Context: an optimization exercise on an open-source flow, tuned for small area. The choices shown serve that exercise and are no tape-out recipe. In this exercise RTL edits were held to simulation tests only and were not proved equivalent to the original. Power and IR drop assume default switching activity.

## run.sh

```bash
#!/bin/bash
# synth_recipe.tcl (not shown) runs the flow's synth.tcl, then flattens the netlist and writes it again
# the make line also repeats each setting of config.mk as NAME=value (left out here)
make -C /OpenROAD-flow-scripts/flow DESIGN_CONFIG=/design/flow/config.mk WORK_HOME=/design/flow/orfs CLKGATE_MAP_FILE= SYNTH_SCRIPT=/design/flow/synth_recipe.tcl finish
```

## config.mk

```make
export PLATFORM = sky130hd
export DESIGN_NAME = tx_mux_top
export DESIGN_NICKNAME = tx_mux_top
export VERILOG_FILES = /design/flow/design.v
export SDC_FILE = /design/flow/constraint.sdc
export NUM_CORES = 4
export LEC_CHECK = 0
export CAP_MARGIN = 20
export CORE_MARGIN = 2
export CORE_UTILIZATION = 40
export PLACE_DENSITY = 0.6
export SLEW_MARGIN = 20
```

## constraint.sdc

```tcl
create_clock -name core_clock -period 4.0 [get_ports {clk}]
set_input_delay 0.8000 -clock core_clock [delete_from_list [all_inputs] [get_ports {clk}]]
set_output_delay 0.8000 -clock core_clock [all_outputs]
set_load 0.01 [all_outputs]
```

## design.v

```verilog
`default_nettype none
package tx_mux_pkg;
    localparam int N_PORTS        = 4;
    localparam int PORT_W         = 2;
    localparam int FIFO_DEPTH     = 8;
    localparam int CNT_W          = 4;
    localparam int ALMFULL_THRESH = 6;
    localparam int ADDR_W = 24;
    localparam int TAG_W  = 8;
    localparam int DATA_W = 8;
    localparam int REQ_W  = 32;
    localparam logic KIND_RD = 1'b0;
    localparam logic KIND_WR = 1'b1;
    localparam int UPPER_LSB = ADDR_W;
endpackage
`default_nettype wire
`timescale 1ns/1ps
`default_nettype none
import tx_mux_pkg::*;
module tx_mux_top
(
    input  logic                           clk,
    input  logic                           reset_q,
    input  logic [N_PORTS-1:0]             src_valid,
    input  logic [N_PORTS-1:0]             src_is_write,
    input  logic [N_PORTS-1:0][ADDR_W-1:0] src_addr,
    input  logic [N_PORTS-1:0][TAG_W-1:0]  src_tag,
    input  logic [N_PORTS-1:0][DATA_W-1:0] src_data,
    output logic [N_PORTS-1:0]             src_almfull,
    input  logic                           rd_almfull,
    input  logic                           wr_almfull,
    output logic                           rd_valid,
    output logic [ADDR_W-1:0]              rd_addr,
    output logic [TAG_W-1:0]               rd_tag,
    output logic [PORT_W-1:0]              rd_port,
    output logic                           wr_valid,
    output logic [ADDR_W-1:0]              wr_addr,
    output logic [DATA_W-1:0]              wr_data,
    output logic [PORT_W-1:0]              wr_port
);
    localparam int PTR_W = $clog2(FIFO_DEPTH);
    logic [REQ_W:0]     mem [N_PORTS][FIFO_DEPTH];
    logic [PTR_W-1:0]   wr_ptr [N_PORTS];
    logic [PTR_W-1:0]   rd_ptr [N_PORTS];
    logic [CNT_W-1:0]   count  [N_PORTS];
    logic [CNT_W-1:0]   count_nx [N_PORTS];
    logic [N_PORTS-1:0] pend_q;      
    logic [N_PORTS-1:0] take;        
    logic [N_PORTS-1:0] pop;
    logic [N_PORTS-1:0] head_kind;
    logic [PORT_W-1:0]  slot_q;
    logic [PORT_W-1:0]  pop_port;
    logic               rd_almfull_q;
    logic               wr_almfull_q;
    logic               pop_q;
    logic               sel;
    logic [REQ_W:0]     pop_word;
    logic [REQ_W-1:0]   out_q;
    assign pop_port = slot_q - 1'b1;
    always_comb
    begin
        for (int i = 0; i < N_PORTS; i++)
        begin
            pop[i]       = pop_q && (pop_port == PORT_W'(i));
            count_nx[i]  = count[i] + CNT_W'(pend_q[i]) - CNT_W'(pop[i]);
            take[i]      = src_valid[i] && (count_nx[i] != CNT_W'(FIFO_DEPTH));
            head_kind[i] = mem[i][rd_ptr[i]][REQ_W];
            src_almfull[i] = (count[i] >= CNT_W'(ALMFULL_THRESH));
        end
    end
    always_ff @(posedge clk)
    begin
        for (int i = 0; i < N_PORTS; i++)
        begin
            if (take[i])
            begin
                mem[i][wr_ptr[i]] <= {src_is_write[i],
                                      src_is_write[i] ? src_data[i] : src_tag[i],
                                      src_addr[i]};
            end
        end
    end
    always_ff @(posedge clk)
    begin
        for (int i = 0; i < N_PORTS; i++)
        begin
            if (reset_q)
            begin
                wr_ptr[i] <= '0;
                rd_ptr[i] <= '0;
                count[i]  <= '0;
                pend_q[i] <= 1'b0;
            end
            else
            begin
                if (take[i])
                begin
                    wr_ptr[i] <= wr_ptr[i] + 1'b1;
                end
                if (pop[i])
                begin
                    rd_ptr[i] <= rd_ptr[i] + 1'b1;
                end
                count[i]  <= count_nx[i];
                pend_q[i] <= take[i];
            end
        end
    end
    always_comb
    begin
        sel = (count[slot_q] != '0) &&
              !(head_kind[slot_q] ? wr_almfull_q : rd_almfull_q);
    end
    always_ff @(posedge clk)
    begin
        if (reset_q)
        begin
            slot_q       <= '0;
            rd_almfull_q <= 1'b0;
            wr_almfull_q <= 1'b0;
            pop_q        <= 1'b0;
            rd_valid     <= 1'b0;
            wr_valid     <= 1'b0;
        end
        else
        begin
            slot_q       <= slot_q + 1'b1;
            rd_almfull_q <= rd_almfull;
            wr_almfull_q <= wr_almfull;
            pop_q        <= sel;
            rd_valid     <= pop_q && !pop_word[REQ_W];
            wr_valid     <= pop_q && pop_word[REQ_W];
        end
    end
    assign pop_word = mem[pop_port][rd_ptr[pop_port]];
    always_ff @(posedge clk)
    begin
        out_q <= pop_word[REQ_W-1:0];
    end
    assign rd_addr = out_q[ADDR_W-1:0];
    assign wr_addr = out_q[ADDR_W-1:0];
    assign rd_tag  = out_q[UPPER_LSB +: TAG_W];
    assign wr_data = out_q[UPPER_LSB +: DATA_W];
    assign rd_port = slot_q - 2'd2;
    assign wr_port = slot_q - 2'd2;
endmodule
`default_nettype wire
```

==> results of run 1 <==
[how the worst max path moves through the flow]
stage	from	end	depth (start not counted)
global route	slot_q[1]	out_q[29]	11
finish	slot_q[1]	out_q[29]	11
floorplan	slot_q[0]	mem[12][0]	14
CTS	slot_q[1]	out_q[24]	9
detailed placement	slot_q[1]	out_q[27]	9
global placement	slot_q[1]	out_q[27]	9
[state kept, by name (all words and copies together), names as in the netlist, 2 cells and up, named ones only]
| signal | flops |
|---|---|
| count | 16 |
| mem | 1056 |
| out_q | 32 |
| pend_q | 4 |
| rd_ptr | 12 |
| slot_q | 2 |
| wr_ptr | 12 |
[cells by family after synthesis]
family,share of synthesized area
compound gates,0.04303
xor+xnor,0.003808
buf+inv,0.03044
mux,0.1358
fa+ha+maj,0.01616
simple gates,0.04396
flops,0.7268
[cell usage after synthesis, types with 3 or more instances]
cell type / instances / share of area
edfxtp_1: 1056 / 0.69
mux2i_1: 491 / 0.11
nand2_1: 295 / 0.024
dfxtp_1: 86 / 0.037
a21oi_1: 84 / 0.0091
clkbuf_1: 83 / 0.0068
nand3_1: 72 / 0.0078
o22ai_1: 64 / 0.0087
ha_1: 53 / 0.014
inv_1: 46 / 0.0038
mux4_2: 41 / 0.020
buf_4: 39 / 0.0064
nor2_1: 37 / 0.0030
a32oi_1: 34 / 0.0065
mux2_2: 34 / 0.0083
a211oi_1: 33 / 0.0054
a2111oi_0: 31 / 0.0059
and3_1: 24 / 0.0033
buf_6: 22 / 0.0054
buf_2: 20 / 0.0022
xor2_1: 16 / 0.0030
nor2b_1: 14 / 0.0019
and2_1: 13 / 0.0018
buf_1: 8 / 0.00065
buf_12: 7 / 0.0030
buf_8: 7 / 0.0023
a21o_1: 6 / 0.00098
a211oi_2: 4 / 0.0011
fa_1: 4 / 0.0017
nand3b_1: 4 / 0.00065
o21a_1: 4 / 0.00065
o41ai_1: 4 / 0.00076
xnor2_1: 4 / 0.00076
nand2b_1: 3 / 0.00041
or3_1: 3 / 0.00041
[per-layer routing]
layer | global-route usage | up-vias
met5 | 0 | -
met4 | 0.06759 | 14
met3 | 0.03158 | 185
met2 | 0.3253 | 806
met1 | 0.2613 | 12825
li1 | - | 11309
[power by group through the flow]
stage | Sequential (mW) | Clock [mW] | Combinational, mW
global placement | 15.9 | 0 | 6.85
floorplan | 15.8 | 0 | 3.93
detailed placement | 16.0 | 0 | 6.98
finish | 15.7 | 11.0 | 6.93
global route | 15.8 | 11.6 | 7.47
CTS | 15.7 | 11.2 | 7.02
[layout make-up]
type / count / area (um^2)
Antenna cell: 4 / 10.01
Clock buffer: 148 / 3120
Clock inverter: 66 / 773.2
Fill cell: 9572 / 59530
Inverter: 46 / 172.7
Multi-Input combinational cell: 1397 / 11250
Sequential cell: 1142 / 33430
Tap cell: 1512 / 1892
Timing Repair Buffer: 382 / 4014
[through the flow]
stage	instances	worst slack (ps)	hold slack (ps)	power, mW	setup TNS (ps)
floorplan	2771	114.5	387.7	19.74	0
global placement	4479	-0.9832	443.5	22.72	-0.9832
detailed placement	4479	-39.39	438.8	22.94	-39.39
CTS	4693	55.18	452.0	33.90	0
global route	4693	20.70	486.5	34.91	0
finish	4697	110.0	444.5	33.60	0
[repair_timing]
action / CTS / global route
resized for setup: 2 / 4
setup endpoints to repair: 2 / 4
hold buffers: 0 / 0
==> impl_metrics.ini, run 1 <==
[route]
wirelength_mm = 116.4
top_layer = met5
via_count = 25139
wl_met2_mm = 56.60
vias_per_cell = 5.352
drt_iter0_drc = 2295
dr_wl_met3_mm = 7.040
wl_met1_mm = 49.00
dr.pass1.iters = 7
drtAntennaViolNets = 0
drt-wirelength-per-cell_um = 24.79
drc = 0

[logic_synthesis]
synth-warning-count = 5
syn_nets = 3000
synth_area_um2 = 46000
synth_cell_types = 55
post_synth.cell_area_avg_um2 = 16.60
syn_inst = 2771
ys_seq_area_frac = 0.7268
async_flop_share = 0
synth_edf_count = 1056
ys.flop_type = edfxtp_1
synth-seq-cells = 1142

[timing]
hold_viol = 0
fin_skew_ps = 28.02
relSlewSlack = 0.2691
rsz0062_at_grt = no
post-route-min-period_ps = 3890
fmax_mhz = 257.1
worst_pin_slew_ps = 1096
period_share = 0.9725
finalMaxSlewViolations = 0
setup_violations = 0

[layout]
final_util = 0.4787
layout.cells.most_common_list = 1,056 x edfxtp_1, 491 x mux2i_1, 295 x nand2_1, 244 x clkdlybuf4s50_1, 114 x clkbuf_16
syn_to_final_growth_pct = 18.83
final_common_cell = edfxtp_1
drive_above_1_share = 0.1358
stdcell_area_um2 = 54660
final_nets = 3311

[grt]
grt_remaining_overflow = 0
grt_pass1_wl_mm = 169.1
grt_max_degree = 99
grt.total_usage = 0.1957
antenna_found_initial = 15
grt_pass1_vias = 25631

[power]
seq_power_share = 0.467
p_switching_mw = 9.259
power.density_nw_per_um2 = 614.7
power_leakage_nw = 19.77
p_int_mw = 24.34
vdd_drop_max_mv = 0.3621
swShare = 0.2756
pwr-share-clk = 0.327
p_comb_frac = 0.206

[setup_path]
path_max_fanout = 37
worstPathArrival_ps = 4410
r2r_start = slot_q[1]
worstReg2RegEnd = out_q[29]
cp.required_ps = 4520
crit_slowest_cell = a222oi_1
ff2ff_path_depth = 11
crit_path_end_kind = flip-flop
max_stage_delay_ps = 570
critPathKind = reg2reg
path_cells = inv_1, ha_1, a222oi_1, a21o_4, buf_12, buf_12, buf_4, mux2i_1, mux2i_1, o22ai_1, a211oi_1
crit_family = compound AO/OA/AOI/OAI gates
path_buf_inv = 4
reg2reg_setup_slack_ps = 110
startpoint_type = flip-flop

[run_status]
status = no timing/DRC/antenna violations

[die]
start_util = 0.4028
std_cell_rows = 124
die_height_um = 343.1
num_io_pins = 246
coreArea_um2 = 114200
die_w_um = 343.1
die_area_um2 = 117700

[cts]
cts_buffer_depth = 3
root_buffer = clkbuf_16
cts_buffers = 113
ctsHtreeMaxLevel = 3
clk_latency_ps = 700
clk_pin_slew_ps = 70
postCtsSetupRepairBufs = 0
cts_tree = done
clock_sinks = 1142

[run]
cap_violations = 0

[worst_hold_path]
hold_end = pop_q
whs_path_depth = 1
hp-start = rd_almfull_q
hp-class = reg2reg

[place]
io_buffers = 245
globalplace.congestion = 0.8297
placement.cell_area_um2 = 50740
hpwlAfterDp_mm = 77.30
==> run 2: changes to the inputs <==
--- a/design.v
+++ b/design.v
@@ -53,9 +53,14 @@
     logic               rd_almfull_q;
     logic               wr_almfull_q;
+    logic               sel_rd_q;    
+    logic               sel_wr_q;    
     logic               pop_q;
     logic               sel;
-    logic [REQ_W:0]     pop_word;
+    logic               sel_kind;
+    logic [N_PORTS*FIFO_DEPTH-1:0] rd_oh;
+    logic [REQ_W-1:0]   pop_word;
     logic [REQ_W-1:0]   out_q;
     assign pop_port = slot_q - 1'b1;
+    assign pop_q    = sel_rd_q || sel_wr_q;
     always_comb
     begin
@@ -109,6 +114,7 @@
     always_comb
     begin
+        sel_kind = head_kind[slot_q];
         sel = (count[slot_q] != '0) &&
-              !(head_kind[slot_q] ? wr_almfull_q : rd_almfull_q);
+              !(sel_kind ? wr_almfull_q : rd_almfull_q);
     end
     always_ff @(posedge clk)
@@ -119,5 +125,6 @@
             rd_almfull_q <= 1'b0;
             wr_almfull_q <= 1'b0;
-            pop_q        <= 1'b0;
+            sel_rd_q     <= 1'b0;
+            sel_wr_q     <= 1'b0;
             rd_valid     <= 1'b0;
             wr_valid     <= 1'b0;
@@ -128,10 +135,22 @@
             rd_almfull_q <= rd_almfull;
             wr_almfull_q <= wr_almfull;
-            pop_q        <= sel;
-            rd_valid     <= pop_q && !pop_word[REQ_W];
-            wr_valid     <= pop_q && pop_word[REQ_W];
+            sel_rd_q     <= sel && !sel_kind;
+            sel_wr_q     <= sel && sel_kind;
+            rd_valid     <= sel_rd_q;
+            wr_valid     <= sel_wr_q;
         end
     end
-    assign pop_word = mem[pop_port][rd_ptr[pop_port]];
+    always_comb
+    begin
+        pop_word = '0;
+        for (int i = 0; i < N_PORTS; i++)
+        begin
+            for (int j = 0; j < FIFO_DEPTH; j++)
+            begin
+                rd_oh[i*FIFO_DEPTH+j] = (pop_port == PORT_W'(i)) && (rd_ptr[i] == PTR_W'(j));
+                pop_word = pop_word | ({REQ_W{rd_oh[i*FIFO_DEPTH+j]}} & mem[i][j][REQ_W-1:0]);
+            end
+        end
+    end
     always_ff @(posedge clk)
     begin
==> run 2 against run 1 <==
- area after synthesis decreased by 6.5%
- setup slack improved by 130 ps
- first-iteration DRC count grew 120%
- register-to-register slack gained 130 ps
- non-clock buffer count increased by 39
- global-route usage is 10 points higher
- largest power group unchanged
- highest routed layer unchanged
==> impl_metrics.ini, run 2 <==
[setup_path]
critPathKind = reg2reg
worstPathArrival_ps = 4090
crit_path_end_kind = flip-flop
cp.required_ps = 4320
path_max_fanout = 21
startpoint_type = flip-flop

[place]
hpwlAfterDp_mm = 109.5
placement.cell_area_um2 = 48140
globalplace.congestion = 0.9355
dp_slack_ps = 262.5
dp_cells = 4118
io_buffers = 245

[route]
dr.pass1.iters = 6
drt-wirelength-per-cell_um = 38.70
wirelength_mm = 167.5
vias_per_cell = 6.443
drt_iter0_drc = 5017
drc = 0
drtAntennaViolNets = 0
via_count = 27887

[logic_synthesis]
synthMuxAreaShare = 0.02108
synth-compound-area-share = 0.1058
synthSimpleGateAreaFrac = 0.04420
syn_inst = 2473
synthTopCellsByArea = edfxtp_1 74%, a22oi_1 4.2%, dfxtp_1 4.0%
ys.flop_type = edfxtp_1
synth_area_leader_cell = edfxtp_1
async_flop_share = 0
post_synth.cell_area_avg_um2 = 17.40
yosys.area.top_type_share = 0.7369
synth_most_common_cell = edfxtp_1
synthAdderAreaFrac = 0.02309
synth-warning-count = 5
syn_nets = 2722
synth_cell_types = 61
synth-xor-area-share = 0.002442
ys_seq_area_frac = 0.7774
synth_area_um2 = 43030
synth_top_family_by_area = compound AO/OA/AOI/OAI gates
synth_edf_count = 1056
synthTopCellsByCount = 1,056 x edfxtp_1, 241 x a22oi_1, 97 x clkbuf_1
synth-seq-cells = 1143

[timing]
worst_pin_slew_ps = 1058
rsz0062_at_grt = no
hold_viol = 0
relSlewSlack = 0.2945
timing.final.ws_setup_ps = 235.1
fmax_mhz = 265.6
setup_violations = 0
period_share = 0.9412
post-route-min-period_ps = 3765
fin_skew_ps = 32.55
finalMaxSlewViolations = 0

[cts]
root_buffer = clkbuf_16
postCtsSetupRepairBufs = 0
hold_buffers = 0
ctsHtreeMaxLevel = 3
cts_buffer_depth = 3
clk_pin_slew_ps = 60
cts_resized = 0
clock_sinks = 1143
clk_latency_ps = 710
cts_tree = done
cts_buffers = 112

[layout]
drive_above_1_share = 0.1550
stdcell_area_um2 = 51920
final_common_cell = edfxtp_1
syn_to_final_growth_pct = 20.67
largest_reg_flops = 1056
final_util = 0.4857
layout.cells.most_common_list = 1,056 x edfxtp_1, 244 x clkdlybuf4s50_1, 241 x a22oi_1, 142 x buf_4, 113 x clkbuf_16
final_cells = 4328
final_nets = 3078

[power]
vdd_drop_max_mv = 0.4597
power.density_nw_per_um2 = 621.0
power_leakage_nw = 17.18
finalPower_mw = 32.24

[die]
die_area_um2 = 110200
std_cell_rows = 120
num_io_pins = 246
start_util = 0.4025
coreArea_um2 = 106900
die_w_um = 332.0
die_height_um = 332.0

[grt]
grt_pass1_vias = 27278
grt_max_degree = 33
grt_pass1_wl_mm = 225.5
antenna_found_initial = 2
grt.total_usage = 0.2976
grt_remaining_overflow = 0

[worst_hold_path]
hp-class = reg2reg

[run_status]
status = no timing/DRC/antenna violations

[run]
cap_violations = 0
run 2: final cells by class:
type / count / area [um^2]
timing repair buffer: 421 / 4194
tap: 1403 / 1755
multi-input combinational: 1093 / 8524
inverter: 58 / 217.7
sequential: 1143 / 33450
fill: 8842 / 54980
clock buffer: 147 / 3095
antenna: 2 / 5.005
clock inverter: 61 / 678.2
run 2: cells by family (layout without fill, tap and decap cells):
kind of cell,after synthesis,count (layout)
AOI/OAI and AO/OA,572,572
DFF,1143,1143
buffers and inverters,237,687
xor gates and xnor gates,12,12
and+or+nand+nor,358,358
adders and majority gates,77,77
other,0,2
muxes,74,74
run 2: through the flow:
step                      TNS (ps)  hold slack (ps)
after floorplan              -3748            372.9
after global placement           0            386.9
after detailed placement         0            399.1
after CTS                        0            408.7
after global routing             0            433.4
final                            0            409.2
run 2: layer usage:
metal / routed length, um / global-route usage / vias to the layer above
met5: 16 / 0 / -
met3: 21440 / 0.07280 / 421
li1: - / - / 10798
met4: 8782 / 0.1370 / 2
met1: 59400 / 0.3811 / 14281
met2: 77850 / 0.4789 / 2385
run 2: worst paths after layout:
path,startpoint,slack [ps],depth (start not counted),to
setup / recovery,slot_q[0],240,13,mem[22][26]
hold / removal,rd_almfull_q,410,1,sel_rd_q
setup reg to reg,slot_q[0],240,13,mem[22][26]
hold reg to reg,rd_almfull_q,410,1,sel_rd_q
run 2: power breakdown:
part | internal [mW] | switching [mW] | total (mW)
logic | 2.13 | 3.81 | 5.94
clock network | 6.23 | 4.63 | 10.9
registers | 14.9 | 0.580 | 15.4
total | 23.2 | 9.02 | 32.2
run 2: critical path, stage by stage, from the launching register on:
cell and delay [ps]:
dfxtp_1 380, buf_4 160, ha_1 200, nor2b_1 230, ha_1 260, inv_1 60
ha_1 170, inv_1 60, fa_1 400, xor2_1 170, nand3b_1 150, o21a_1 380
and3_2 260, buf_4 480
==> run 3: changes to the inputs <==
==> flow/run.sh (new file) <==
#!/bin/bash
# standard ORFS layout with smaller port buffers, no CTS dummy loads and area recovery
bash standard.sh \
  "BUFFER_PORTS_ARGS=-buffer_cell sky130_fd_sc_hd__buf_1" \
  "CTS_ARGS=-sink_clustering_enable -repair_clock_nets -dont_use_dummy_load -buf_list {sky130_fd_sc_hd__clkbuf_4 sky130_fd_sc_hd__clkbuf_8}" \
  RECOVER_POWER=100 \
  finish > flow.log 2>&1
==> standard.sh (new file) <==
#!/bin/bash
# synth_recipe.tcl (not shown) runs the flow's synth.tcl, then flattens the netlist and writes it again
# the make line also repeats each setting of config.mk as NAME=value (left out here)
make -C /OpenROAD-flow-scripts/flow DESIGN_CONFIG=/design/flow/config.mk WORK_HOME=/design/flow/orfs CLKGATE_MAP_FILE= SYNTH_SCRIPT=/design/flow/synth_recipe.tcl "${@:-finish}"
--- a/config.mk
+++ b/config.mk
@@ -8,5 +8,6 @@
 export CAP_MARGIN = 20
 export CORE_MARGIN = 2
-export CORE_UTILIZATION = 40
-export PLACE_DENSITY = 0.6
+export CORE_UTILIZATION = 60
+export CTS_BUF_LIST = sky130_fd_sc_hd__clkbuf_4 sky130_fd_sc_hd__clkbuf_8
+export PLACE_DENSITY = 0.7
 export SLEW_MARGIN = 20
removed: run.sh
==> run 3 against run 2 <==
- the layout now fails its checks (max-capacitance violations, max-slew violations, negative setup slack)
- setup slack worse by 270 ps
- non-clock buffer count is 5 lower
- global-route usage is 13 points higher
- sequential share of layout area is 5.1 points higher
- critical path depth is 5 lower
- final area is 7.4% lower
- clock skew is 41 ps higher
- synthesized cell count stayed put
- largest cell class unchanged
==> impl_metrics.ini, run 3 <==
[place]
io_buffers = 245
placement.cell_area_um2 = 46010
dp_cells = 3660
hpwlAfterDp_mm = 103.3
globalplace.congestion = 0.9650

[logic_synthesis]
synth_most_common_cell = edfxtp_1
synth_edf_count = 1056
synth-xor-area-share = 0.002442
synth_area_leader_cell = edfxtp_1
ys_seq_area_frac = 0.7774
synthAdderAreaFrac = 0.02309
yosys.area.top_type_share = 0.7369
synthMuxAreaShare = 0.02108
ys.flop_type = edfxtp_1
synth_area_um2 = 43030
synth_top_family_by_area = compound AO/OA/AOI/OAI gates
syn_inst = 2473
async_flop_share = 0
synthTopCellsByCount = 1,056 x edfxtp_1, 241 x a22oi_1, 97 x clkbuf_1
post_synth.cell_area_avg_um2 = 17.40
synth-seq-cells = 1143
syn_nets = 2722
synthTopCellsByArea = edfxtp_1 74%, a22oi_1 4.2%, dfxtp_1 4.0%
synth-compound-area-share = 0.1058
synthSimpleGateAreaFrac = 0.04420
synth_cell_types = 61
synth-warning-count = 5

[grt]
grt_remaining_overflow = 0
grt_pass1_wl_mm = 212.8
antenna_found_initial = 7
grt_pass1_vias = 27035
grt.total_usage = 0.4273
grt_max_degree = 34

[route]
via_count = 28032
vias_per_cell = 7.302
drt-wirelength-per-cell_um = 40.81
wl_met2_mm = 69.02
wirelength_mm = 156.7
drtAntennaViolNets = 0
top_layer = met5
drt_iter0_drc = 5192
drc = 0
wl_met1_mm = 51.79
dr_wl_met3_mm = 26.17
dr.pass1.iters = 8

[die]
coreArea_um2 = 71240
start_util = 0.6040
die_area_um2 = 73880
die_w_um = 271.8
num_io_pins = 246
die_height_um = 271.8
std_cell_rows = 98

[setup_path]
path_cells = ha_1, clkbuf_2, and3b_1, buf_4, a22o_1, a221oi_1, nand4_1, or3_1
path_max_fanout = 26
crit_family = simple AND/OR/NAND/NOR gates
path_buf_inv = 2
worstPathArrival_ps = 4710
crit_start = slot_q[0]
max_stage_delay_ps = 920
r2r_start = slot_q[0]
crit_path_end_kind = flip-flop
cp.required_ps = 4680
crit_slowest_cell = and3b_1
critPathKind = reg2reg
startpoint_type = flip-flop

[timing]
setup_violations = 1
hold_viol = 0
timing.final.ws_setup_ps = -30.81
fin_skew_ps = 73.06
rsz0062_at_grt = no
period_share = 1.008
relSlewSlack = -0.03831
fmax_mhz = 248.1
fin_hold_ws_ps = 218.7
post-route-min-period_ps = 4031
worst_pin_slew_ps = 1557
finalMaxSlewViolations = 29

[cts]
cts_buffers = 173
clk_pin_slew_ps = 50
hold_buffers = 0
cts_resized = 0
postCtsSetupRepairBufs = 0
clk_latency_ps = 840
clock_sinks = 1143
ctsHtreeMaxLevel = 4
cts_tree = done
cts_buffer_depth = 3
root_buffer = clkbuf_8

[layout]
largest_reg_flops = 1056
layout.cells.most_common_list = 1,056 x edfxtp_1, 241 x a22oi_1, 173 x clkbuf_8, 145 x buf_1, 114 x clkbuf_1
stdcell_area_um2 = 48100
final_cells = 3839
final_nets = 3134
drive_above_1_share = 0.1339
final_util = 0.6752
syn_to_final_growth_pct = 11.78
final_common_cell = edfxtp_1

[run_status]
status = complete, but fails checks
violatedChecks = max-capacitance violations, max-slew violations, negative setup slack

[worst_hold_path]
hp-start = wr_almfull
hp-class = in2reg

[run]
cap_violations = 1

[power]
vdd_drop_max_mv = 0.9133
power.density_nw_per_um2 = 589.9
power_leakage_nw = 15.77
-- run 3: cell counts after synthesis --
No cell type changed its count.
-- run 3: kinds of logic after synthesis --
| logic type | Yosys count |
|---|---|
| AO/OA/AOI/OAI | 572 |
| XOR/XNOR | 12 |
| adder cells (fa/ha/maj) | 77 |
| buffers and inverters | 237 |
| flip-flops | 1143 |
| multiplexers | 74 |
| AND/OR/NAND/NOR | 358 |
-- run 3: worst paths after layout --
path | endpoint | slack, ps | cells after the start
min reg2reg | sel_wr_q | 380 | 1
max | out_q[23] | -30 | 8
min | wr_almfull_q | 220 | 2
max reg2reg | out_q[23] | -30 | 8
-- run 3: power breakdown --
group | internal [mW] | leakage, nW | switching [mW]
registers | 14.9 | 10.3 | 0.567
clock network | 3.80 | 1.24 | 3.97
logic | 1.41 | 4.23 | 3.75
-- run 3: worst reg2reg max path: cells and delay by family (launching register included) --
| kind | cells | cell delay, ps |
|---|---|---|
| buf+inv | 2 | 1140 |
| simple gates | 3 | 1630 |
| fa+ha+maj | 1 | 240 |
| flops | 1 | 390 |
| compound gates | 2 | 520 |
-- run 3: per-layer routing --
metal / track usage / vias up
met3: 0.1544 / 535
met5: 0 / -
li1: - / 10785
met4: 0.2214 / 4
met2: 0.6269 / 2835
met1: 0.5661 / 13873
-- run 3: layout make-up --
type / count / area, um^2
flip-flops and latches: 1143 / 33450
fillers: 4845 / 23140
inverters: 58 / 217.7
multi-input cells: 1093 / 8502
repair buffers: 416 / 2344
well taps: 950 / 1189
clock buffers: 173 / 2381
diodes: 6 / 15.01
-- run 3: metrics by stage --
step | total power [mW] | TNS (ps) | worst slack, ps
after detailed placement | 20.79 | 0 | 313.0
after global placement | 20.72 | 0 | 385.6
after global routing | 29.09 | 0 | 14.01
after floorplan | 18.07 | -3748 | -22.71
after CTS | 28.36 | 0 | 286.6
final | 28.38 | -30.81 | -30.81
==> run 4: changes to the inputs <==
--- a/design.v
+++ b/design.v
@@ -41,8 +41,8 @@
     localparam int PTR_W = $clog2(FIFO_DEPTH);
     logic [REQ_W:0]     mem [N_PORTS][FIFO_DEPTH];
-    logic [PTR_W-1:0]   wr_ptr [N_PORTS];
-    logic [PTR_W-1:0]   rd_ptr [N_PORTS];
-    logic [CNT_W-1:0]   count  [N_PORTS];
-    logic [CNT_W-1:0]   count_nx [N_PORTS];
+    logic [PTR_W:0]     wr_ptr [N_PORTS];
+    logic [PTR_W:0]     rd_ptr [N_PORTS];
+    logic [PTR_W:0]     used   [N_PORTS];
+    logic [N_PORTS-1:0] not_empty;
     logic [N_PORTS-1:0] pend_q;      
     logic [N_PORTS-1:0] take;        
@@ -68,8 +68,10 @@
         begin
             pop[i]       = pop_q && (pop_port == PORT_W'(i));
-            count_nx[i]  = count[i] + CNT_W'(pend_q[i]) - CNT_W'(pop[i]);
-            take[i]      = src_valid[i] && (count_nx[i] != CNT_W'(FIFO_DEPTH));
-            head_kind[i] = mem[i][rd_ptr[i]][REQ_W];
-            src_almfull[i] = (count[i] >= CNT_W'(ALMFULL_THRESH));
+            used[i]      = wr_ptr[i] - rd_ptr[i];
+            take[i]      = src_valid[i] && !(used[i][PTR_W] && !pop[i]);
+            head_kind[i] = mem[i][rd_ptr[i][PTR_W-1:0]][REQ_W];
+            not_empty[i] = (used[i] != '0) && !(used[i] == (PTR_W+1)'(1) && pend_q[i]);
+            src_almfull[i] = (used[i] >= (PTR_W+1)'(ALMFULL_THRESH + 1)) ||
+                             (used[i] == (PTR_W+1)'(ALMFULL_THRESH) && !pend_q[i]);
         end
     end
@@ -80,5 +82,5 @@
             if (take[i])
             begin
-                mem[i][wr_ptr[i]] <= {src_is_write[i],
+                mem[i][wr_ptr[i][PTR_W-1:0]] <= {src_is_write[i],
                                       src_is_write[i] ? src_data[i] : src_tag[i],
                                       src_addr[i]};
@@ -94,5 +96,4 @@
                 wr_ptr[i] <= '0;
                 rd_ptr[i] <= '0;
-                count[i]  <= '0;
                 pend_q[i] <= 1'b0;
             end
@@ -107,5 +108,4 @@
                     rd_ptr[i] <= rd_ptr[i] + 1'b1;
                 end
-                count[i]  <= count_nx[i];
                 pend_q[i] <= take[i];
             end
@@ -115,5 +115,5 @@
     begin
         sel_kind = head_kind[slot_q];
-        sel = (count[slot_q] != '0) &&
+        sel = not_empty[slot_q] &&
               !(sel_kind ? wr_almfull_q : rd_almfull_q);
     end
@@ -148,5 +148,5 @@
             for (int j = 0; j < FIFO_DEPTH; j++)
             begin
-                rd_oh[i*FIFO_DEPTH+j] = (pop_port == PORT_W'(i)) && (rd_ptr[i] == PTR_W'(j));
+                rd_oh[i*FIFO_DEPTH+j] = (pop_port == PORT_W'(i)) && (rd_ptr[i][PTR_W-1:0] == PTR_W'(j));
                 pop_word = pop_word | ({REQ_W{rd_oh[i*FIFO_DEPTH+j]}} & mem[i][j][REQ_W-1:0]);
             end
==> flow/run.sh (replaced) <==
#!/bin/bash
bash standard.sh \
  "BUFFER_PORTS_ARGS=-buffer_cell sky130_fd_sc_hd__buf_1" \
  "CTS_ARGS=-sink_clustering_enable -repair_clock_nets -dont_use_dummy_load -sink_clustering_size 30 -sink_clustering_max_diameter 60 -buf_list {sky130_fd_sc_hd__clkbuf_8 sky130_fd_sc_hd__clkbuf_16}" \
  RECOVER_POWER=100 \
  finish > flow.log 2>&1
==> run 4 against run 3 <==
- fails the layout checks on max-capacitance violations, max-slew violations
- clock power down 14%
- area after synthesis down 0.13%
- clock skew up 1.1 ps
- critical endpoint is now out_q[27]
==> impl_metrics.ini, run 4 <==
[layout]
final_nets = 3000
drive_above_1_share = 0.09572
syn_to_final_growth_pct = 9.396
layout.cells.most_common_list = 1,056 x edfxtp_1, 218 x a22oi_1, 145 x buf_1, 111 x clkbuf_1, 92 x a22o_1
final_common_cell = edfxtp_1
n_fill_cell = 4834
final_cells = 3714
largest_reg_flops = 1056

[setup_path]
endpoint = out_q[27]
path_cells = clkbuf_1, ha_1, clkbuf_1, and2_0, buf_4, a222oi_1, nand3_1, a221oi_1, nand4_1
cp.required_ps = 4570
max_stage_delay_ps = 770
path_max_fanout = 10
crit_slowest_cell = and2_0
startpoint_type = flip-flop
reg2reg_setup_slack_ps = 280
path_buf_inv = 3
worstPathArrival_ps = 4290
worstReg2RegEnd = out_q[27]
crit_path_end_kind = flip-flop
critPathKind = reg2reg
r2r_start = slot_q[0]
cp.depth = 9
cp_common_cell = clkbuf_1
crit_start = slot_q[0]
ff2ff_path_depth = 9
crit_family = buffers and inverters

[logic_synthesis]
synth_area_um2 = 42970
yosys.area.top_type_share = 0.7379
syn_nets = 2726
post_synth.cell_area_avg_um2 = 17.29
synth_most_common_cell = edfxtp_1
async_flop_share = 0
synth_edf_count = 1056
syn_inst = 2486
synth-seq-cells = 1135
synth-warning-count = 4
synthTopCellsByCount = 1,056 x edfxtp_1, 218 x a22oi_1, 92 x a22o_1
ys.flop_type = edfxtp_1
synthTopCellsByArea = edfxtp_1 74%, a22oi_1 3.8%, dfxtp_1 3.7%
ys_seq_area_frac = 0.7747
synth_cell_types = 58
synth_area_leader_cell = edfxtp_1

[run_status]
violatedChecks = max-capacitance violations, max-slew violations
status = complete, but fails checks

[route]
drt-wirelength-per-cell_um = 41.72
top_layer = met5
wl_met2_mm = 66.16
dr.pass1.iters = 6
drt_iter0_drc = 5622
drtAntennaViolNets = 0
wl_met1_mm = 51.33
drc = 0
vias_per_cell = 7.487
wirelength_mm = 155.0
via_count = 27806
dr_wl_met3_mm = 27.39

[cts]
postCtsSetupRepairBufs = 0
cts_resized = 0
ctsHtreeMaxLevel = 3
cts_buffers = 68
clk_latency_ps = 650
clock_sinks = 1135
clk_pin_slew_ps = 100
hold_buffers = 0
cts_tree = done
cts_buffer_depth = 3
root_buffer = clkbuf_16

[timing]
rsz0062_at_grt = no
finalMaxSlewViolations = 339
relSlewSlack = -0.6680
fin_tns_setup_ps = 0
post-route-min-period_ps = 3720
fmax_mhz = 268.8
fin_skew_ps = 74.16
period_share = 0.9301
hold_viol = 0
worst_pin_slew_ps = 2502
setup_violations = 0

[die]
start_util = 0.6032
die_height_um = 271.6
die_area_um2 = 73780
num_io_pins = 246
die_w_um = 271.6
coreArea_um2 = 71240
std_cell_rows = 98

[place]
io_buffers = 245
hpwlAfterDp_mm = 93.66
globalplace.congestion = 0.9579
dp_cells = 3640

[grt]
grt_pass1_vias = 26197
grt.total_usage = 0.4174
grt_pass1_wl_mm = 208.9
antenna_found_initial = 7
grt_remaining_overflow = 0
grt_max_degree = 42

[power]
power_leakage_nw = 15.03
power.density_nw_per_um2 = 549.1
vdd_drop_max_mv = 0.5564
finalPower_mw = 25.81

[run]
cap_violations = 12

[worst_hold_path]
hp-class = in2reg
==> run 4: per-layer routing <==
metal	vias to the layer above	track usage
li1	10625	-
met1	13662	0.5724
met2	2997	0.6022
met3	518	0.1415
met4	4	0.2094
met5	-	0
==> run 4: logic make-up (layout without fill, tap and decap cells) <==
| logic type | after synthesis | count (layout) | share of synthesized area |
|---|---|---|---|
| adder cells (fa/ha/maj) | 68 | 68 | 0.02050 |
| XOR/XNOR | 24 | 24 | 0.004892 |
| AO/OA/AOI/OAI | 597 | 597 | 0.1096 |
| AND/OR/NAND/NOR | 383 | 383 | 0.04726 |
| other | 0 | 6 | 0 |
| flip-flops | 1135 | 1135 | 0.7747 |
| buffers and inverters | 213 | 485 | 0.02396 |
| multiplexers | 66 | 66 | 0.01907 |
==> run 4: how the worst min path moves through the flow <==
stage / slack [ps] / endpoint / startpoint / cells after the start
finish: 390 / rd_almfull_q / rd_almfull / 2
global route: 410 / sel_wr_q / wr_almfull_q / 1
CTS: 390 / rd_almfull_q / rd_almfull / 2
detailed placement: 390 / sel_rd_q / rd_almfull_q / 1
global placement: 390 / sel_wr_q / wr_almfull_q / 1
floorplan: 370 / sel_wr_q / wr_almfull_q / 1
==> run 4: layout make-up <==
class | instances | area (um^2) | share of cell area
sequential | 1135 | 33300 | 0.7083
clock buffer | 68 | 1702 | 0.03620
multi-input combinational | 1138 | 8693 | 0.1849
inverter | 31 | 116.4 | 0.002475
timing repair buffer | 386 | 1999 | 0.04253
antenna | 6 | 15.01 | 0.0003194
tap | 950 | 1189 | 0.02528
==> run 4: per-stage QoR <==
stage | worst slack [ps] | hold WS [ps] | utilization | area (um^2)
2_1_floorplan | 610.0 | 372.9 | - | 42970
3_3_place_gp | 750.7 | 387.9 | 0.6406 | 45640
3_5_place_dp | 690.1 | 389.3 | 0.6406 | 45640
4_1_cts | 654.2 | 387.8 | 0.6645 | 47340
5_1_grt | 236.5 | 413.1 | 0.6597 | 47000
6_report | 279.5 | 391.7 | 0.6599 | 47010
==> run 4: where the power goes <==
part           internal [mW]  switching (mW)  total (mW)  leakage (nW)
sequential              14.4           0.506        14.9          10.2
clock                   3.03            3.64        6.67         0.838
combinational           1.12            3.14        4.26          3.97
==> run 5: changes to the inputs <==
==> flow/run.sh (replaced) <==
#!/bin/bash
bash standard.sh \
  "BUFFER_PORTS_ARGS=-buffer_cell sky130_fd_sc_hd__buf_1" \
  "CTS_ARGS=-sink_clustering_enable -repair_clock_nets -dont_use_dummy_load -sink_clustering_size 20 -sink_clustering_max_diameter 50 -buf_list {sky130_fd_sc_hd__clkbuf_4 sky130_fd_sc_hd__clkbuf_8}" \
  finish > flow.log 2>&1
==> run 5 against run 4 <==
- the run now finishes clean
- via count rose by 0.32%
- utilization rose by 0.097 points
- non-clock buffer count did not move
==> impl_metrics.ini, run 5 <==
[power]
vdd_drop_max_mv = 0.3718
power_leakage_nw = 15.07
power.density_nw_per_um2 = 533.5
finalPower_mw = 25.11

[timing]
fmax_mhz = 289.6
rsz0062_at_grt = no
relSlewSlack = 0.2389
fin_hold_ws_ps = 322.4
post-route-min-period_ps = 3453
setup_violations = 0
period_share = 0.8633
fin_skew_ps = 108.9
finalMaxSlewViolations = 0
hold_viol = 0
fin_tns_setup_ps = 0
worst_pin_slew_ps = 1142

[place]
dp_cells = 3640
globalplace.congestion = 0.9579
io_buffers = 245
hpwlAfterDp_mm = 93.66

[grt]
grt_pass1_vias = 26504
antenna_found_initial = 10
grt_pass1_wl_mm = 209.1
grt_remaining_overflow = 0
grt_max_degree = 42
grt.total_usage = 0.4176

[logic_synthesis]
synth-seq-cells = 1135
synth_most_common_cell = edfxtp_1
syn_inst = 2486
synth_top_family_by_area = compound AO/OA/AOI/OAI gates
synth_cell_types = 58
synthSimpleGateAreaFrac = 0.04726
synthTopCellsByCount = 1,056 x edfxtp_1, 218 x a22oi_1, 92 x a22o_1
synth-xor-area-share = 0.004892
synth-compound-area-share = 0.1096
synth_area_leader_cell = edfxtp_1
synth_area_um2 = 42970
synth-warning-count = 4
synthTopCellsByArea = edfxtp_1 74%, a22oi_1 3.8%, dfxtp_1 3.7%
ys.flop_type = edfxtp_1
post_synth.cell_area_avg_um2 = 17.29
synthMuxAreaShare = 0.01907
synth_edf_count = 1056
syn_nets = 2726
synthAdderAreaFrac = 0.02050
async_flop_share = 0
yosys.area.top_type_share = 0.7379
ys_seq_area_frac = 0.7747

[run_status]
status = no timing/DRC/antenna violations

[layout]
layout.cells.most_common_list = 1,056 x edfxtp_1, 241 x buf_1, 218 x a22oi_1, 113 x buf_4, 103 x clkbuf_8
final_nets = 3035
drive_above_1_share = 0.1260
final_util = 0.6608
final_cells = 3752
largest_reg_flops = 1056
syn_to_final_growth_pct = 9.556
final_common_cell = edfxtp_1

[die]
std_cell_rows = 98
die_area_um2 = 73780
num_io_pins = 246
die_w_um = 271.6
die_height_um = 271.6
coreArea_um2 = 71240
start_util = 0.6032

[route]
drt_iter0_drc = 5789
drtAntennaViolNets = 0
dr.pass1.iters = 8
wirelength_mm = 154.7
vias_per_cell = 7.435
drc = 0
via_count = 27896
drt-wirelength-per-cell_um = 41.24

[setup_path]
cp.required_ps = 3200
crit_path_end_kind = output pin
worstPathArrival_ps = 2650
critPathKind = reg2out
reg2reg_setup_slack_ps = 640
startpoint_type = flip-flop
path_max_fanout = 5

[cts]
ctsHtreeMaxLevel = 3
root_buffer = clkbuf_8
clk_pin_slew_ps = 70
hold_buffers = 0
postCtsSetupRepairBufs = 0
cts_buffer_depth = 3
clk_latency_ps = 770
clock_sinks = 1135
cts_buffers = 103
cts_tree = done
cts_resized = 0

[worst_hold_path]
hp-class = in2reg

[run]
cap_violations = 0
run 5: cell types whose count changed in the layout (fill, tap and decap cells not counted), moves of 24 or more:
cell,previous run,this run
buf_4,89,113
buf_1,145,241
clkbuf_8,0,103
clkbuf_1,111,0
clkbuf_16,68,0
mux2_1,37,5
mux2_2,10,42
run 5: critical path, cell delays in order, from the launching register on:
cell     delay, ps
dfxtp_1        430
inv_1          170
ha_1           330
and3b_1        190
o21ai_0        260
nand2_1        130
a31o_2         290
buf_1          140
run 5: path summary, 6_finish.rpt:
kind / depth (start not counted) / start / endpoint
hold reg to reg: 1 / wr_almfull_q / sel_wr_q
setup reg to reg: 7 / slot_q[0] / mem[0][13]
hold / removal: 2 / wr_almfull / wr_almfull_q
setup / recovery: 7 / rd_ptr[0][1] / src_almfull[0]
run 5: through the flow:
stage               worst slack (ps)  instance area (um^2)
floorplan                      610.0                 42970
global placement               750.7                 45640
detailed placement             690.1                 45640
CTS                            560.1                 47060
global route                   420.0                 47060
finish                         546.7                 47080
run 5: report_power, final:
group | internal, mW | total (mW) | switching [mW] | leakage [nW]
Sequential | 14.3 | 14.9 | 0.510 | 10.2
Combinational | 1.21 | 4.36 | 3.14 | 4.10
Clock | 2.28 | 5.90 | 3.62 | 0.741
run 5: layout make-up:
class,count,area [um^2]
Multi-Input combinational cell,1138,8705
Timing Repair Buffer,386,2333
Sequential cell,1135,33300
Inverter,31,116.4
Fill cell,4827,24160
Tap cell,950,1189
Antenna cell,9,22.52
Clock buffer,103,1418
run 5: cell families (layout without fill, tap and decap cells):
family / after synthesis / count (layout)
other: 0 / 9
DFF: 1135 / 1135
adders and majority gates: 68 / 68
AOI/OAI and AO/OA: 597 / 597
and+or+nand+nor: 383 / 383
xor gates and xnor gates: 24 / 24
muxes: 66 / 66
buffers and inverters: 213 / 520
run 5: layer usage:
| metal | up-vias | wire, um | GRT usage |
|---|---|---|---|
| met5 | - | 69 | 0 |
| met4 | 10 | 9647 | 0.2287 |
| met3 | 515 | 26160 | 0.1409 |
| met2 | 2945 | 66590 | 0.5992 |
| met1 | 13753 | 52250 | 0.5678 |
| li1 | 10673 | - | - |
==> run 6: changes to the inputs <==
--- a/design.v
+++ b/design.v
@@ -50,22 +50,18 @@
     logic [N_PORTS-1:0] head_kind;
     logic [PORT_W-1:0]  slot_q;
-    logic [PORT_W-1:0]  pop_port;
     logic               rd_almfull_q;
     logic               wr_almfull_q;
-    logic               sel_rd_q;    
+    logic [N_PORTS-1:0] pop_q;       
     logic               sel_wr_q;    
-    logic               pop_q;
     logic               sel;
     logic               sel_kind;
-    logic [N_PORTS*FIFO_DEPTH-1:0] rd_oh;
+    logic [REQ_W-1:0]   head_word [N_PORTS];
     logic [REQ_W-1:0]   pop_word;
     logic [REQ_W-1:0]   out_q;
-    assign pop_port = slot_q - 1'b1;
-    assign pop_q    = sel_rd_q || sel_wr_q;
     always_comb
     begin
         for (int i = 0; i < N_PORTS; i++)
         begin
-            pop[i]       = pop_q && (pop_port == PORT_W'(i));
+            pop[i]       = pop_q[i];
             used[i]      = wr_ptr[i] - rd_ptr[i];
             take[i]      = src_valid[i] && !(used[i][PTR_W] && !pop[i]);
@@ -125,5 +121,5 @@
             rd_almfull_q <= 1'b0;
             wr_almfull_q <= 1'b0;
-            sel_rd_q     <= 1'b0;
+            pop_q        <= '0;
             sel_wr_q     <= 1'b0;
             rd_valid     <= 1'b0;
@@ -135,7 +131,10 @@
             rd_almfull_q <= rd_almfull;
             wr_almfull_q <= wr_almfull;
-            sel_rd_q     <= sel && !sel_kind;
+            for (int i = 0; i < N_PORTS; i++)
+            begin
+                pop_q[i] <= sel && (slot_q == PORT_W'(i));
+            end
             sel_wr_q     <= sel && sel_kind;
-            rd_valid     <= sel_rd_q;
+            rd_valid     <= (|pop_q) && !sel_wr_q;
             wr_valid     <= sel_wr_q;
         end
@@ -146,9 +145,10 @@
         for (int i = 0; i < N_PORTS; i++)
         begin
+            head_word[i] = '0;
             for (int j = 0; j < FIFO_DEPTH; j++)
             begin
-                rd_oh[i*FIFO_DEPTH+j] = (pop_port == PORT_W'(i)) && (rd_ptr[i][PTR_W-1:0] == PTR_W'(j));
-                pop_word = pop_word | ({REQ_W{rd_oh[i*FIFO_DEPTH+j]}} & mem[i][j][REQ_W-1:0]);
+                head_word[i] = head_word[i] | ({REQ_W{rd_ptr[i][PTR_W-1:0] == PTR_W'(j)}} & mem[i][j][REQ_W-1:0]);
             end
+            pop_word = pop_word | ({REQ_W{pop_q[i]}} & head_word[i]);
         end
     end
==> flow/run.sh (replaced) <==
#!/bin/bash
# Standard ORFS layout with: combinational logic re-mapped for area after
# floorplan, small port buffers, and a clock tree of clkbuf_8 leaves under a
# clkbuf_16 root with no dummy loads.
bash standard.sh \
  "POST_FLOORPLAN_TCL=$PWD/flow/restructure.tcl" \
  "BUFFER_PORTS_ARGS=-buffer_cell sky130_fd_sc_hd__buf_1" \
  "CTS_ARGS=-sink_clustering_enable -repair_clock_nets -dont_use_dummy_load -sink_clustering_size 20 -sink_clustering_max_diameter 50 -root_buf sky130_fd_sc_hd__clkbuf_16 -buf_list {sky130_fd_sc_hd__clkbuf_8}" \
  finish > flow.log 2>&1
==> flow/libfilter.py (new file) <==
# Write a copy of the liberty without the cells matched by the don't-use patterns.
import fnmatch, re, sys
src, dst = sys.argv[1], sys.argv[2]
pats = sys.argv[3:]
text = open(src).read()
out = []
i = 0
cell_re = re.compile(r'\n\s*cell\s*\(\s*"?([A-Za-z0-9_]+)"?\s*\)\s*\{')
while True:
    m = cell_re.search(text, i)
    if not m:
        out.append(text[i:])
        break
    name = m.group(1)
    # find the end of this cell group
    depth = 0
    j = m.end() - 1
    while True:
        c = text[j]
        if c == '{':
            depth += 1
        elif c == '}':
            depth -= 1
            if depth == 0:
                break
        j += 1
    if any(fnmatch.fnmatch(name, p) for p in pats):
        out.append(text[i:m.start()])
    else:
        out.append(text[i:j + 1])
    i = j + 1
open(dst, 'w').write(''.join(out))
==> flow/restructure.tcl (new file) <==
# POST_FLOORPLAN hook: re-map the combinational logic for area with ABC.
# Registers are left as synthesis made them.
set work [file join [file dirname $::env(FLOW_CONFIG)] rs_work]
file mkdir $work
set lib [file join $work filtered.lib]
exec python3 [file join [file dirname $::env(FLOW_CONFIG)] flow libfilter.py] \
  [lindex $::env(LIB_FILES) 0] $lib {*}$::env(DONT_USE_CELLS)
set tielo "[lindex $::env(TIELO_CELL_AND_PORT) 0]/[lindex $::env(TIELO_CELL_AND_PORT) 1]"
set tiehi "[lindex $::env(TIEHI_CELL_AND_PORT) 0]/[lindex $::env(TIEHI_CELL_AND_PORT) 1]"
report_design_area
remove_buffers
foreach pass {1 2} {
  restructure -target area -liberty_file $lib -tielo_port $tielo -tiehi_port $tiehi \
    -work_dir $work -abc_logfile [file join $work abc_$pass.log]
  report_design_area
}
--- a/config.mk
+++ b/config.mk
@@ -8,6 +8,5 @@
 export CAP_MARGIN = 20
 export CORE_MARGIN = 2
-export CORE_UTILIZATION = 60
-export CTS_BUF_LIST = sky130_fd_sc_hd__clkbuf_4 sky130_fd_sc_hd__clkbuf_8
-export PLACE_DENSITY = 0.7
+export CORE_UTILIZATION = 70
+export PLACE_DENSITY = 0.8
 export SLEW_MARGIN = 20
==> run 6 against run 5 <==
- critical path type unchanged
- register-to-register slack worse by 240 ps
- final cell count down 9.9%
- still clean
- first-iteration DRC count down 19%
- worst hold slack better by 97 ps
- synthesized cell count down 8.6%
- clock skew down 35 ps
- sequential cell count up 3
==> impl_metrics.ini, run 6 <==
[timing]
fin_tns_setup_ps = 0
rsz0062_at_grt = no
relSlewSlack = 0.2092
worst_pin_slew_ps = 1183
setup_violations = 0
fmax_mhz = 263.0
period_share = 0.9506
hold_viol = 0
post-route-min-period_ps = 3803
finalMaxSlewViolations = 0
fin_skew_ps = 73.98

[logic_synthesis]
synth_area_leader_cell = edfxtp_1
ys_seq_area_frac = 0.7804
synth-seq-cells = 1138
synthSimpleGateAreaFrac = 0.01578
synth_cell_types = 57
synth_top_family_by_area = compound AO/OA/AOI/OAI gates
synth-warning-count = 5
post_synth.cell_area_avg_um2 = 18.82
ys.flop_type = edfxtp_1
synth_most_common_cell = edfxtp_1
synth-xor-area-share = 0.004919
async_flop_share = 0
yosys.area.top_type_share = 0.7420
synth_area_um2 = 42740
synth-compound-area-share = 0.1108
synthTopCellsByArea = edfxtp_1 74%, a222oi_1 6.0%, dfxtp_1 3.8%
synthAdderAreaFrac = 0.02061
synth_edf_count = 1056
syn_nets = 2511
synthMuxAreaShare = 0.04482
synthTopCellsByCount = 1,056 x edfxtp_1, 256 x a222oi_1, 146 x mux2i_1
syn_inst = 2271

[cts]
clk_latency_ps = 630
clock_sinks = 1138
cts_resized = 2
cts_buffers = 76
cts_buffer_depth = 3
postCtsSetupRepairBufs = 0
clk_pin_slew_ps = 120
hold_buffers = 0
ctsHtreeMaxLevel = 3
cts_tree = done
root_buffer = clkbuf_16

[power]
power_leakage_nw = 13.62
pwr-share-clk = 0.258
p_comb_frac = 0.071
power.density_nw_per_um2 = 449.7
p_switching_mw = 4.455
seq_power_share = 0.671
swShare = 0.2202
p_int_mw = 15.78
vdd_drop_max_mv = 0.4164
finalPower_mw = 20.23

[setup_path]
critPathKind = reg2out
crit_start = rd_ptr[1][0]
r2r_start = rd_ptr[1][0]
cp.required_ps = 3200
startpoint_type = flip-flop
worstPathArrival_ps = 3000
path_max_fanout = 8
crit_path_end_kind = output pin

[grt]
grt.total_usage = 0.3255
grt_pass1_wl_mm = 151.0
grt_pass1_vias = 23990
antenna_found_initial = 17
grt_max_degree = 67
grt_remaining_overflow = 0

[die]
die_height_um = 251.1
die_area_um2 = 63040
coreArea_um2 = 60360
start_util = 0.7080
die_w_um = 251.1
num_io_pins = 246
std_cell_rows = 90

[place]
dp_cells = 3298
io_buffers = 245
hpwlAfterDp_mm = 65.75
placement.cell_area_um2 = 43810
globalplace.congestion = 0.8806

[worst_hold_path]
hp-class = reg2reg
hp-start = wr_almfull_q

[layout]
layout.cells.most_common_list = 1,056 x edfxtp_1, 275 x a21oi_1, 256 x a222oi_1, 245 x buf_1, 141 x a221oi_1
final_nets = 2766
drive_above_1_share = 0.09761
stdcell_area_um2 = 44990
syn_to_final_growth_pct = 5.276
largest_reg_flops = 1056
final_common_cell = edfxtp_1
final_cells = 3381
final_util = 0.7454

[route]
dr.pass1.iters = 9
drc = 0
drt_iter0_drc = 4696
vias_per_cell = 7.464
via_count = 25236
drtAntennaViolNets = 0
wirelength_mm = 103.8
drt-wirelength-per-cell_um = 30.70

[run]
cap_violations = 0

[run_status]
status = no timing/DRC/antenna violations
run 6: cell types whose count changed in the layout (fill, tap and decap cells not counted), sizes merged, moves of 46 or more:
cell    change
a222oi    +212
nand4      -65
a221oi     +57
clkinv     +58
nand3      -51
nand2      -76
mux2       -46
a22o       -60
a21oi     +239
ha         -64
a22oi     -218
run 6: area by class of cell:
| cell class | count | area, um^2 |
|---|---|---|
| tap | 782 | 978.4 |
| inverter | 60 | 234.0 |
| multi-input combinational | 949 | 7233 |
| antenna | 7 | 17.52 |
| timing repair buffer | 369 | 2026 |
| fill | 3403 | 15370 |
| sequential | 1138 | 33350 |
| clock buffer | 76 | 1147 |
run 6: worst max-delay path, cell delays in order (launching register included):
cell	delay [ps]
dfxtp_1	610
clkinvlp_4	310
nor2_1	270
clkinv_1	150
o22ai_1	170
nor2_1	60
a21oi_1	150
o21ai_0	120
o21ai_1	340
buf_1	230
run 6: power groups by stage:
stage	Combinational (mW)	Sequential [mW]	Clock, mW
6_report	1.44	13.6	5.22
4_1_cts	1.42	13.6	5.22
2_1_floorplan	3.31	15.1	0
3_3_place_gp	1.36	13.8	0
5_1_grt	1.52	13.6	5.61
3_5_place_dp	1.41	13.8	0
run 6: cell families after synthesis:
family                   count (synthesis)
AO/OA/AOI/OAI                          518
XOR/XNOR                                24
adder cells (fa/ha/maj)                 68
buffers and inverters                  218
flip-flops                            1138
multiplexers                           183
AND/OR/NAND/NOR                        122
run 6: path summary, 6_finish.rpt:
kind                                        to  slack (ps)  cells after the start
worst max-delay path            src_almfull[1]         200                      9
worst min-delay path                  sel_wr_q         420                      1
worst max register to register     mem[13][11]         400                     13
worst min register to register        sel_wr_q         420                      1
run 6: per-stage QoR:
stage,hold WS [ps],worst slack (ps)
6_report,419.6,197.4
5_1_grt,438.3,18.08
4_1_cts,422.9,82.79
3_5_place_dp,422.7,439.0
3_3_place_gp,414.4,628.6
2_1_floorplan,392.8,490.3
run 6: routing by layer:
metal,vias to the layer above,part of all wire,GRT usage
li1,10466,-,-
met1,12545,0.35,0.4600
met2,1993,0.48,0.5113
met3,224,0.13,0.05705
met4,8,0.042,0.1400
met5,-,0.00044,0
==> run 7: changes to the inputs <==
--- a/config.mk
+++ b/config.mk
@@ -8,5 +8,5 @@
 export CAP_MARGIN = 20
 export CORE_MARGIN = 2
-export CORE_UTILIZATION = 70
-export PLACE_DENSITY = 0.8
+export CORE_UTILIZATION = 60
+export PLACE_DENSITY = 0.7
 export SLEW_MARGIN = 20
==> run 7 against run 6 <==
- utilization is 9.6 points lower
- first-iteration DRC count is 16% lower
- non-clock buffer count is 21 higher
- total power is 2.9% higher
- worst hold slack better by 14 ps
- synthesized cell count stayed put
- via count is 0.73% lower
- sequential cell count stayed put
- clock power is 11% higher
- final cell count is 6.1% higher
==> impl_metrics.ini, run 7 <==
[place]
io_buffers = 245
placement.cell_area_um2 = 44140
dp_cells = 3476
globalplace.congestion = 0.9052
dp_slack_ps = 514.5
hpwlAfterDp_mm = 64.77

[setup_path]
ff2ff_path_depth = 13
worstReg2RegEnd = mem[9][18]
r2r_start = rd_ptr[1][0]
reg2reg_setup_slack_ps = 480
cp.required_ps = 3200
path_max_fanout = 9
max_stage_delay_ps = 310
path_cells = buf_4, clkinv_1, nor2_1, clkinv_1, o22ai_1, nor2_1, a21oi_1, o21ai_0, o21ai_1, buf_1
worstPathArrival_ps = 2920
crit_family = compound AO/OA/AOI/OAI gates
crit_path_end_kind = output pin
crit_slowest_cell = dfxtp_1
startpoint_type = flip-flop
critPathKind = reg2out
path_buf_inv = 4

[layout]
final_util = 0.6492
final_cells = 3586
drive_above_1_share = 0.1105
largest_reg_flops = 1056
stdcell_area_um2 = 45620
layout.cells.most_common_list = 1,056 x edfxtp_1, 275 x a21oi_1, 256 x a222oi_1, 245 x buf_1, 141 x a221oi_1
syn_to_final_growth_pct = 6.743
final_common_cell = edfxtp_1
final_nets = 2807

[timing]
fin_hold_ws_ps = 433.5
finalMaxSlewViolations = 0
fmax_mhz = 268.5
timing.final.ws_setup_ps = 275.4
relSlewSlack = 0.2895
hold_viol = 0
fin_tns_setup_ps = 0
fin_skew_ps = 70.93
period_share = 0.9312
post-route-min-period_ps = 3725
setup_violations = 0
rsz0062_at_grt = no
worst_pin_slew_ps = 1066

[cts]
clk_latency_ps = 630
clk_pin_slew_ps = 70
clock_sinks = 1138
root_buffer = clkbuf_16
cts_buffers = 96
ctsHtreeMaxLevel = 3
cts_buffer_depth = 3
postCtsSetupRepairBufs = 0
cts_tree = done

[logic_synthesis]
synth_area_um2 = 42740
synthMuxAreaShare = 0.04482
synth-warning-count = 5
synthSimpleGateAreaFrac = 0.01578
syn_inst = 2271
post_synth.cell_area_avg_um2 = 18.82
synth-seq-cells = 1138
yosys.area.top_type_share = 0.7420
synth_edf_count = 1056
syn_nets = 2511
synthTopCellsByCount = 1,056 x edfxtp_1, 256 x a222oi_1, 146 x mux2i_1
synth-compound-area-share = 0.1108
synth_most_common_cell = edfxtp_1
async_flop_share = 0
ys_seq_area_frac = 0.7804
ys.flop_type = edfxtp_1
synthTopCellsByArea = edfxtp_1 74%, a222oi_1 6.0%, dfxtp_1 3.8%
synthAdderAreaFrac = 0.02061
synth_area_leader_cell = edfxtp_1
synth_cell_types = 57
synth-xor-area-share = 0.004919
synth_top_family_by_area = compound AO/OA/AOI/OAI gates

[grt]
grt.total_usage = 0.2822
grt_pass1_vias = 23743
grtUsageMet1 = 0.4036
busiest_layer = met2
grt_util_met2 = 0.4299
use_met3 = 0.05130
grt_max_degree = 65
antenna_found_initial = 14
grt_remaining_overflow = 0
grt_pass1_wl_mm = 153.7

[power]
power.density_nw_per_um2 = 456.3
vdd_drop_max_mv = 0.3042
finalPower_mw = 20.82
power_leakage_nw = 13.87

[run]
cap_violations = 0

[die]
die_height_um = 270.9
start_util = 0.6082
num_io_pins = 246
coreArea_um2 = 70270
std_cell_rows = 97
die_area_um2 = 73380
die_w_um = 270.9

[worst_hold_path]
hp-class = reg2reg
hold_end = sel_wr_q
whs_path_depth = 1
hp-start = wr_almfull_q

[route]
wirelength_mm = 105.6
drtAntennaViolNets = 0
drt-wirelength-per-cell_um = 29.45
via_count = 25051
drt_iter0_drc = 3932
vias_per_cell = 6.986
dr.pass1.iters = 9
drc = 0

[run_status]
status = no timing/DRC/antenna violations
[run 7: cells by family (layout without fill, tap and decap cells)]
family                   after synthesis  after routing
AO/OA/AOI/OAI                        518            808
buffers and inverters                218            546
flip-flops                          1138           1138
XOR/XNOR                              24              2
multiplexers                         183              1
adder cells (fa/ha/maj)               68              0
other                                  0             13
AND/OR/NAND/NOR                      122            138
[run 7: power breakdown]
group          total (mW)  internal [mW]  switching [mW]
Combinational        1.45          0.452            1.00
Clock                5.78           2.36            3.42
Sequential           13.6           13.4           0.169
[run 7: layout make-up]
class,instances,area (um^2)
diodes,13,32.53
clock buffers,96,1423
fillers,4688,24650
inverters,60,229.0
multi-input cells,949,7233
flip-flops and latches,1138,33350
well taps,940,1176
repair buffers,390,2171
[run 7: timing repair]
action | CTS | global route
endpoints found under the setup margin | 0 | 2
hold buffers | 0 | 0
gates resized for setup | 0 | 4
[run 7: worst reg2reg max path, delay by kind of cell (launching register included)]
| kind | cells | cell delay [ps] |
|---|---|---|
| buf+inv | 4 | 1090 |
| simple gates | 5 | 880 |
| compound gates | 4 | 590 |
| flops | 1 | 570 |
[run 7: worst max path at each step]
stage,start,depth (start not counted),end
after floorplan,rd_ptr[3][2],10,mem[28][0]
after global placement,rd_ptr[3][0],13,mem[29][15]
after detailed placement,rd_ptr[3][0],13,mem[29][15]
after CTS,rd_ptr[3][0],9,src_almfull[3]
after global routing,rd_ptr[2][0],10,src_almfull[2]
final,rd_ptr[2][0],10,src_almfull[2]
[run 7: layer usage]
| metal | part of all wire | vias to the layer above |
|---|---|---|
| li1 | - | 10553 |
| met1 | 0.38 | 12695 |
| met2 | 0.47 | 1633 |
| met3 | 0.12 | 166 |
| met4 | 0.041 | 4 |
| met5 | 0.00022 | - |
==> run 8: changes to the inputs <==
--- a/config.mk
+++ b/config.mk
@@ -6,7 +6,7 @@
 export NUM_CORES = 4
 export LEC_CHECK = 0
-export CAP_MARGIN = 20
+export CAP_MARGIN = 10
 export CORE_MARGIN = 2
 export CORE_UTILIZATION = 60
 export PLACE_DENSITY = 0.7
-export SLEW_MARGIN = 20
+export SLEW_MARGIN = 10
==> run 8 against run 7 <==
- still clean on timing, DRC and antenna
- sequential share of layout area about the same
- first-iteration DRC count up 1.1%
- die area unchanged
- final area about the same
- via count about the same
- clock-buffer cell count unchanged
- sequential cell count unchanged
- sequential power about the same
- total power about the same
- critical endpoint unchanged
- largest cell class unchanged
- largest power group unchanged
==> impl_metrics.ini, run 8 <==
[grt]
grtUsageMet1 = 0.4036
grt_util_met2 = 0.4299
grt_max_degree = 65
grt_pass1_vias = 23743
grt_pass1_wl_mm = 153.7
use_met3 = 0.05130
antenna_found_initial = 14
grt.total_usage = 0.2822
grt_remaining_overflow = 0
busiest_layer = met2

[setup_path]
path_cells = buf_4, clkinv_1, nor2_1, clkinv_1, nor2_1, o22a_1, a2bb2oi_1, clkinv_1, o21ai_1, buf_1
cp_common_cell = clkinv_1
crit_slowest_cell = o21ai_1
startpoint_type = flip-flop
cp.required_ps = 3200
critPathKind = reg2out
crit_path_end_kind = output pin
worstPathArrival_ps = 2930
max_stage_delay_ps = 330
path_max_fanout = 9

[route]
drc = 0
via_count = 25075
wirelength_mm = 105.7
drt_iter0_drc = 3974
drtAntennaViolNets = 0
vias_per_cell = 6.996
drt-wirelength-per-cell_um = 29.48
dr.pass1.iters = 9

[die]
num_io_pins = 246
die_area_um2 = 73380
std_cell_rows = 97
start_util = 0.6082
coreArea_um2 = 70270
die_w_um = 270.9
die_height_um = 270.9

[logic_synthesis]
synthTopCellsByArea = edfxtp_1 74%, a222oi_1 6.0%, dfxtp_1 3.8%
async_flop_share = 0
ys.flop_type = edfxtp_1
synth_area_um2 = 42740
synth_edf_count = 1056
synth-seq-cells = 1138
post_synth.cell_area_avg_um2 = 18.82
ys_seq_area_frac = 0.7804
syn_nets = 2511
synthTopCellsByCount = 1,056 x edfxtp_1, 256 x a222oi_1, 146 x mux2i_1
synth_cell_types = 57
synth_area_leader_cell = edfxtp_1
syn_inst = 2271
synth-warning-count = 5
synth_most_common_cell = edfxtp_1
yosys.area.top_type_share = 0.7420

[cts]
cts_buffers = 96
cts_buffer_depth = 3
clk_pin_slew_ps = 70
cts_tree = done
clk_latency_ps = 640
root_buffer = clkbuf_16
postCtsSetupRepairBufs = 0
ctsHtreeMaxLevel = 3
clock_sinks = 1138

[power]
power.density_nw_per_um2 = 456.6
finalPower_mw = 20.82
power_leakage_nw = 13.86
vdd_drop_max_mv = 0.3066

[layout]
final_common_cell = edfxtp_1
largest_reg_flops = 1056
stdcell_area_um2 = 45600
syn_to_final_growth_pct = 6.690
drive_above_1_share = 0.1102
layout.cells.most_common_list = 1,056 x edfxtp_1, 275 x a21oi_1, 256 x a222oi_1, 245 x buf_1, 141 x a221oi_1
final_nets = 2806

[timing]
fin_skew_ps = 80.97
relSlewSlack = 0.2269
post-route-min-period_ps = 3728
finalMaxSlewViolations = 0
hold_viol = 0
worst_pin_slew_ps = 1157
period_share = 0.9321
setup_violations = 0
rsz0062_at_grt = no
fin_tns_setup_ps = 0
fmax_mhz = 268.2

[worst_hold_path]
hp-class = reg2reg

[place]
io_buffers = 245
globalplace.congestion = 0.9052
placement.cell_area_um2 = 44140
hpwlAfterDp_mm = 64.77

[run_status]
status = no timing/DRC/antenna violations

[run]
cap_violations = 0
[run 8: final cells by class]
type | instances | area, um^2
antenna | 12 | 30.03
timing repair buffer | 389 | 2151
sequential | 1138 | 33350
clock buffer | 96 | 1423
tap | 940 | 1176
fill | 4688 | 24680
inverter | 60 | 229.0
multi-input combinational | 949 | 7233
[run 8: layer usage]
layer  share of wire  wire (um)
met1            0.38      40030
met2            0.46      49130
met3            0.11      12130
met4           0.041       4357
met5         0.00022         23
[run 8: path summary, 6_finish.rpt]
| kind | from | endpoint | cells after the start | slack, ps |
|---|---|---|---|---|
| max | rd_ptr[2][0] | src_almfull[2] | 10 | 270 |
| min | wr_almfull_q | sel_wr_q | 1 | 440 |
| max reg2reg | rd_ptr[1][0] | mem[9][12] | 13 | 510 |
| min reg2reg | wr_almfull_q | sel_wr_q | 1 | 440 |
[run 8: report_power, final]
group | leakage (nW) | switching [mW] | internal, mW
logic | 2.86 | 1.00 | 0.452
clock network | 0.737 | 3.43 | 2.36
registers | 10.3 | 0.169 | 13.4
[run 8: worst max-delay path, delay by kind of cell, from the launching register on]
kind | cells | cell delay (ps)
AO/OA/AOI/OAI | 3 | 730
buffers and inverters | 5 | 900
flip-flops | 1 | 310
AND/OR/NAND/NOR | 2 | 400
[run 8: what timing repair did]
action	4_1_cts	5_1_grt
hold buffers	0	0
endpoints found under the setup margin	0	2
resized for setup	0	4
[run 8: kinds of logic (layout without fill, tap and decap cells)]
family / after synthesis / count (layout) / share of synthesized area
flops: 1138 / 1138 / 0.7804
compound gates: 518 / 808 / 0.1108
buf+inv: 218 / 545 / 0.02269
mux: 183 / 1 / 0.04482
simple gates: 122 / 138 / 0.01578
fa+ha+maj: 68 / 0 / 0.02061
xor+xnor: 24 / 2 / 0.004919
other cells: 0 / 12 / 0
[run 8: stage by stage]
| stage | hold slack (ps) | utilization | instances | setup slack, ps |
|---|---|---|---|---|
| floorplan | 392.8 | - | 2271 | 490.3 |
| global placement | 398.1 | 0.6281 | 3476 | 714.7 |
| detailed placement | 406.0 | 0.6281 | 3476 | 514.5 |
| CTS | 419.3 | 0.6483 | 3572 | 9.270 |
| global route | 434.4 | 0.6486 | 3577 | 91.45 |
| finish | 441.5 | 0.6488 | 3584 | 271.7 |

Setup slack of run 8, layout unchanged: 0.272 ns with ideal ports, 0.206 ns with driving cells assumed (clock clkbuf_16, inputs buf_2), 0.506 ns with port delays also shifted by the 0.670 ns mid clock arrival.
